Background: an optimization exercise with open tools, aiming at a short achievable clock period and few clock cycles per item. Do not read the settings as production practice.
At most, simulation tests tie the RTL to the original design; equivalence was not proved.
Power and IR drop assume default switching activity.

## the baseline
// fp_mul_pipe
module fp_mul_pipe
#(
  parameter int EXP_W = 8,
  parameter int MAN_W = 23,
  localparam int W = 1 + EXP_W + MAN_W
) (
  input  logic         clk,
  input  logic         reset,
  input  logic         in_valid,
  output logic         in_ready,
  input  logic         rnd_mode,
  input  logic [W-1:0] a,
  input  logic [W-1:0] b,
  output logic         out_valid,
  input  logic         out_ready,
  output logic [W-1:0] c,
  output logic         ovf,
  output logic         unf,
  output logic         inv
);
  logic en, out_valid_q;
  assign en       = !out_valid_q | out_ready;
  assign in_ready = en;
  logic [23:0] ma, mb;
  logic [7:0]  ea, eb;
  assign ea = a[30:23];
  assign eb = b[30:23];
  assign ma = {1'b1, a[22:0]};
  assign mb = {1'b1, b[22:0]};
  logic bo0, bt0, bn0;
  logic [25:0] pp0;
  logic [27:26] pp0x;
  logic bo1, bt1, bn1;
  logic [25:0] pp1;
  logic bo2, bt2, bn2;
  logic [25:0] pp2;
  logic bo3, bt3, bn3;
  logic [25:0] pp3;
  logic bo4, bt4, bn4;
  logic [25:0] pp4;
  logic bo5, bt5, bn5;
  logic [25:0] pp5;
  logic bo6, bt6, bn6;
  logic [25:0] pp6;
  logic bo7, bt7, bn7;
  logic [25:0] pp7;
  logic bo8, bt8, bn8;
  logic [25:0] pp8;
  logic bo9, bt9, bn9;
  logic [25:0] pp9;
  logic bo10, bt10, bn10;
  logic [25:0] pp10;
  logic bo11, bt11, bn11;
  logic [25:0] pp11;
  logic bo12, bt12, bn12;
  logic [25:0] pp12;
  logic ts1;
  logic tc2;
  logic ts3;
  logic tc4;
  logic ts5;
  logic tc6;
  logic ts7;
  logic tc8;
  logic ts9;
  logic tc10;
  ...
make LEC_CHECK=0 CAP_MARGIN=20 CORE_MARGIN=2 CORE_UTILIZATION=40 PLACE_DENSITY=0.5 SETUP_SLACK_MARGIN=4 SLEW_MARGIN=20 finish   # period 8.5 ns
run.sh (not shown) runs the stock make flow with config.mk's settings and CLKGATE_MAP_FILE= SYNTH_SCRIPT=/design/flow/synth_recipe.tcl, a recipe that flattens the netlist after the stock synthesis.
Per the final summary, the baseline finished and its layout is clean on timing, DRC and antenna.
Testbench counts of the baseline, summed over its fixed seeds: cycles 8,008, items 8,000.
Here is what was changed in the inputs of the candidate compared with the baseline.
--- a/flow/design.v
+++ b/flow/design.v
@@ -3946,47 +3946,45 @@
   assign q1[39] = (cp1224 ^ kg1513);
   assign q1[40] = (cp1226 ^ kg1515);
   assign q1[41] = (cp1228 ^ kg1517);
   assign q1[42] = (cp1230 ^ kg1519);
   assign q1[43] = (cp1232 ^ kg1521);
   assign q1[44] = (cp1234 ^ kg1523);
   assign q1[45] = (cp1236 ^ kg1525);
   assign q1[46] = (cp1238 ^ kg1527);
   assign q1[47] = (cp1240 ^ kg1529);
-  logic        hold_q;
-  logic [31:0] c_h;
-  logic        ovf_h, unf_h, inv_h;
   logic        sel;
-  logic [22:0] fr0, fr1;
-  logic [34:0] x0, x1;
+  logic [22:0] fr0, fr1, frac;
+  logic [31:0] c_n;
+  logic        ovf_n, unf_n, inv_n;
   always_comb begin
     sel = q0[47];
     fr0 = {q0[45:24], q0[23] & ~r_tie0};
     fr1 = {q1[46:25], q1[24] & ~r_tie1};
-    if (hold_q)
-      x0 = {c_h, inv_h, ovf_h, unf_h};
-    else if (r_ones0)
-      x0 = {32'hFFFFFFFF, r_inv, r_ovf0, r_unf0};
-    else if (r_zer0)
-      x0 = {r_s, 31'd0, r_inv, r_ovf0, r_unf0};
-    else
-      x0 = {r_s, r_ef0, fr0, r_inv, r_ovf0, r_unf0};
-    if (hold_q)
-      x1 = {c_h, inv_h, ovf_h, unf_h};
-    else if (r_ones1)
-      x1 = {32'hFFFFFFFF, r_inv, r_ovf1, r_unf1};
-    else if (r_zer1)
-      x1 = {r_s, 31'd0, r_inv, r_ovf1, r_unf1};
-    else
-      x1 = {r_s, r_ef1, fr1, r_inv, r_ovf1, r_unf1};
-    {c, inv, ovf, unf} = sel ? x1 : x0;
+    if (sel) begin
+      c_n   = r_ones1 ? 32'hFFFFFFFF : r_zer1 ? {r_s, 31'd0} : {r_s, r_ef1, fr1};
+      ovf_n = r_ovf1;
+      unf_n = r_unf1;
+    end else begin
+      c_n   = r_ones0 ? 32'hFFFFFFFF : r_zer0 ? {r_s, 31'd0} : {r_s, r_ef0, fr0};
+      ovf_n = r_ovf0;
+      unf_n = r_unf0;
+    end
+    inv_n = r_inv;
   end
+  logic        hold_q;
+  logic [31:0] c_h;
+  logic        ovf_h, unf_h, inv_h;
   always_ff @(posedge clk) begin
     if (reset) hold_q <= 1'b0;
     else       hold_q <= out_valid_q & !out_ready;
     c_h   <= c;
     ovf_h <= ovf;
     unf_h <= unf;
     inv_h <= inv;
   end
+  assign c   = hold_q ? c_h   : c_n;
+  assign ovf = hold_q ? ovf_h : ovf_n;
+  assign unf = hold_q ? unf_h : unf_n;
+  assign inv = hold_q ? inv_h : inv_n;
   assign out_valid = out_valid_q;
 endmodule
[summary]
The candidate did not stop at any stage, and its layout met the timing, design-rule and antenna checks. Number of buffers added for setup after CTS, the baseline and the candidate, higher one = the baseline. [diff] worst setup skew after layout, the candidate relative to the baseline: regression. Sequential cell area in the final layout: the baseline vs the candidate, no meaningful difference. r_t34_1$_DFF_P_ as the source of the critical timing path was reported by the candidate, and r_t42_1$_DFF_P_ by the baseline. When the candidate is set beside the baseline, its diode insertion count for antenna repair turns out to be 1 smaller. When the candidate is set beside the baseline, its worst reg-to-reg path cell count turns out to be 1 smaller. The baseline → the candidate: total vias in the final route up 1.7%, net switching share of the total power now sits higher. For the baseline, the destination of the critical timing path was c[18], unlike the candidate, where it was c[10].
Testbench counts of the candidate, summed over its fixed seeds: cycles 8,008, items 8,000.


## red
fp_mul_pipe, a different RTL version from the one above (not shown whole).
Size: ~3500 cells after synthesis, roughly 110 I/O pins, ~0.026 mm² of cells after synthesis.
make LEC_CHECK=0 CAP_MARGIN=20 CORE_MARGIN=2 CORE_UTILIZATION=40 PLACE_DENSITY=0.5 SETUP_SLACK_MARGIN=4 SLEW_MARGIN=20 finish   # period 8.5 ns
Testbench counts of red, summed over its fixed seeds: cycles 8,008, items 8,000.
diff inputs: red => blue
--- a/flow/design.v
+++ b/flow/design.v
@@ -1869,13 +1869,13 @@
   logic [7:0] r_ef0, r_ef1;
   always_ff @(posedge clk) begin
     if (reset) out_valid_q <= 1'b0;
     else if (en) out_valid_q <= in_valid;
   end
   always_ff @(posedge clk) begin
-    begin
+    if (en) begin
       r_t0_0 <= bn0;
       r_t0_1 <= pp0[0];
       r_t1_0 <= pp0[1];
       r_t2_0 <= pp1[0];
       r_t2_1 <= ts501;
       r_t3_0 <= tc502;
@@ -1989,40 +1989,23 @@
   end
   logic [47:0] q0, q1;
   assign q0 = {r_t47_0, r_t46_0, r_t45_0, r_t44_0, r_t43_0, r_t42_0, r_t41_0, r_t40_0, r_t39_0, r_t38_0, r_t37_0, r_t36_0, r_t35_0, r_t34_0, r_t33_0, r_t32_0, r_t31_0, r_t30_0, r_t29_0, r_t28_0, r_t27_0, r_t26_0, r_t25_0, r_t24_0, r_t23_0, r_t22_0, r_t21_0, r_t20_0, r_t19_0, r_t18_0, r_t17_0, r_t16_0, r_t15_0, r_t14_0, r_t13_0, r_t12_0, r_t11_0, r_t10_0, r_t9_0, r_t8_0, r_t7_0, r_t6_0, r_t5_0, r_t4_0, r_t3_0, r_t2_0, r_t1_0, r_t0_0} + {r_t47_1, r_t46_1, r_t45_1, r_t44_1, r_t43_1, r_t42_1, r_t41_1, r_t40_1, r_t39_1, r_t38_1, r_t37_1, r_t36_1, r_t35_1, r_t34_1, r_t33_1, r_t32_1, r_t31_1, r_t30_1, r_t29_1, r_t28_1, r_t27_1, r_t26_1, r_t25_1, r_t24_1, r_t23_1, 1'b0, r_t21_1, r_t20_1, r_t19_1, r_t18_1, r_t17_1, r_t16_1, r_t15_1, r_t14_1, r_t13_1, r_t12_1, r_t11_1, r_t10_1, r_t9_1, r_t8_1, r_t7_1, r_t6_1, r_t5_1, r_t4_1, r_t3_1, r_t2_1, 1'b0, r_t0_1};
   assign q1 = {r_t47_0, r_t46_0, r_t45_0, r_t44_0, r_t43_0, r_t42_0, r_t41_0, r_t40_0, r_t39_0, r_t38_0, r_t37_0, r_t36_0, r_t35_0, r_t34_0, r_t33_0, r_t32_0, r_t31_0, r_t30_0, r_t29_0, r_t28_0, r_t27_0, r_t26_0, r_t25_0, r_t24_2, r_t23_2, r_t22_1, r_t21_0, r_t20_0, r_t19_0, r_t18_0, r_t17_0, r_t16_0, r_t15_0, r_t14_0, r_t13_0, r_t12_0, r_t11_0, r_t10_0, r_t9_0, r_t8_0, r_t7_0, r_t6_0, r_t5_0, r_t4_0, r_t3_0, r_t2_0, r_t1_0, r_t0_0} + {r_t47_1, r_t46_1, r_t45_1, r_t44_1, r_t43_1, r_t42_1, r_t41_1, r_t40_1, r_t39_1, r_t38_1, r_t37_1, r_t36_1, r_t35_1, r_t34_1, r_t33_1, r_t32_1, r_t31_1, r_t30_1, r_t29_1, r_t28_1, r_t27_1, r_t26_1, r_t25_1, r_t24_1, 1'b0, r_t22_2, r_t21_1, r_t20_1, r_t19_1, r_t18_1, r_t17_1, r_t16_1, r_t15_1, r_t14_1, r_t13_1, r_t12_1, r_t11_1, r_t10_1, r_t9_1, r_t8_1, r_t7_1, r_t6_1, r_t5_1, r_t4_1, r_t3_1, r_t2_1, 1'b0, r_t0_1};
   logic        sel;
   logic [22:0] fr0, fr1, frac;
-  logic [31:0] c_n;
-  logic        ovf_n, unf_n, inv_n;
   always_comb begin
     sel = q0[47];
     fr0 = {q0[45:24], q0[23] & ~r_tie0};
     fr1 = {q1[46:25], q1[24] & ~r_tie1};
     if (sel) begin
-      c_n   = r_ones1 ? 32'hFFFFFFFF : r_zer1 ? {r_s, 31'd0} : {r_s, r_ef1, fr1};
-      ovf_n = r_ovf1;
-      unf_n = r_unf1;
+      c   = r_ones1 ? 32'hFFFFFFFF : r_zer1 ? {r_s, 31'd0} : {r_s, r_ef1, fr1};
+      ovf = r_ovf1;
+      unf = r_unf1;
     end else begin
-      c_n   = r_ones0 ? 32'hFFFFFFFF : r_zer0 ? {r_s, 31'd0} : {r_s, r_ef0, fr0};
-      ovf_n = r_ovf0;
-      unf_n = r_unf0;
+      c   = r_ones0 ? 32'hFFFFFFFF : r_zer0 ? {r_s, 31'd0} : {r_s, r_ef0, fr0};
+      ovf = r_ovf0;
+      unf = r_unf0;
     end
-    inv_n = r_inv;
+    inv = r_inv;
   end
-  logic        hold_q;
-  logic [31:0] c_h;
-  logic        ovf_h, unf_h, inv_h;
-  always_ff @(posedge clk) begin
-    if (reset) hold_q <= 1'b0;
-    else       hold_q <= out_valid_q & !out_ready;
-    c_h   <= c;
-    ovf_h <= ovf;
-    unf_h <= unf;
-    inv_h <= inv;
-  end
-  assign c   = hold_q ? c_h   : c_n;
-  assign ovf = hold_q ? ovf_h : ovf_n;
-  assign unf = hold_q ? unf_h : unf_n;
-  assign inv = hold_q ? inv_h : inv_n;
   assign out_valid = out_valid_q;
 endmodule
==> comparison <==
Having completed the whole flow, blue delivered a layout that passed the timing, design-rule and antenna checks. Going from red to blue, internal reg-to-reg setup slack shows an increase of 1.09 ns; worst-path maximum fanout has increased; setup slack of the critical path after layout lost 0.11 ns; final area saw a decrease; first-pass GRT wire length down 3700 µm. In the tables for blue and red, weighted congestion reported at the end of routability-driven placement reads higher with blue. blue ended up with a higher final critical delay including setup and external delays than red did. Routed wire in blue totals less than in red. blue ends up with a area of placed instances that is 2.1% higher than in red. Number of diodes across blue and red: no real change. Top achievable clock speed: higher on red. When blue is measured against red, its synthesized cell count turns out about 0.56% lower.
Only the layout flow was run in blue; the RTL was not checked for function there.

[separate check: timing with driven ports]
No port has a modelled driver above. Below, the same layouts with a new extraction and two added sets of constraints. Step 1 assumes that a clkbuf_16 drives the clock port and a buf_2 every other input. Step 2 adds t to the input delays and takes it off the output delays; t is the mean of the earliest and latest rising clock arrival at the registers after step 1. Input paths then give back, and output paths get back, about the clock's delay inside the block. Slacks: ideal ports / drivers / drivers and shift; pairs: ideal ports / drivers.
run | t, ns | setup slack, ns | worst slew at a driven data input, ns
the baseline | 0.497 | 3.357 / 3.212 / 2.714 | 0.27
the candidate | 0.493 | 3.303 / 3.168 / 2.675 | 0.31
red | 0.543 | 3.161 / 3.076 / 2.533 | 0.34
blue | 0.478 | 3.053 / 3.002 / 2.566 | 0.32
After both steps setup and hold are still met in every run listed. The setup slack of the baseline, which loses most, moves by -0.145 ns with the drivers and by -0.643 ns with both steps.
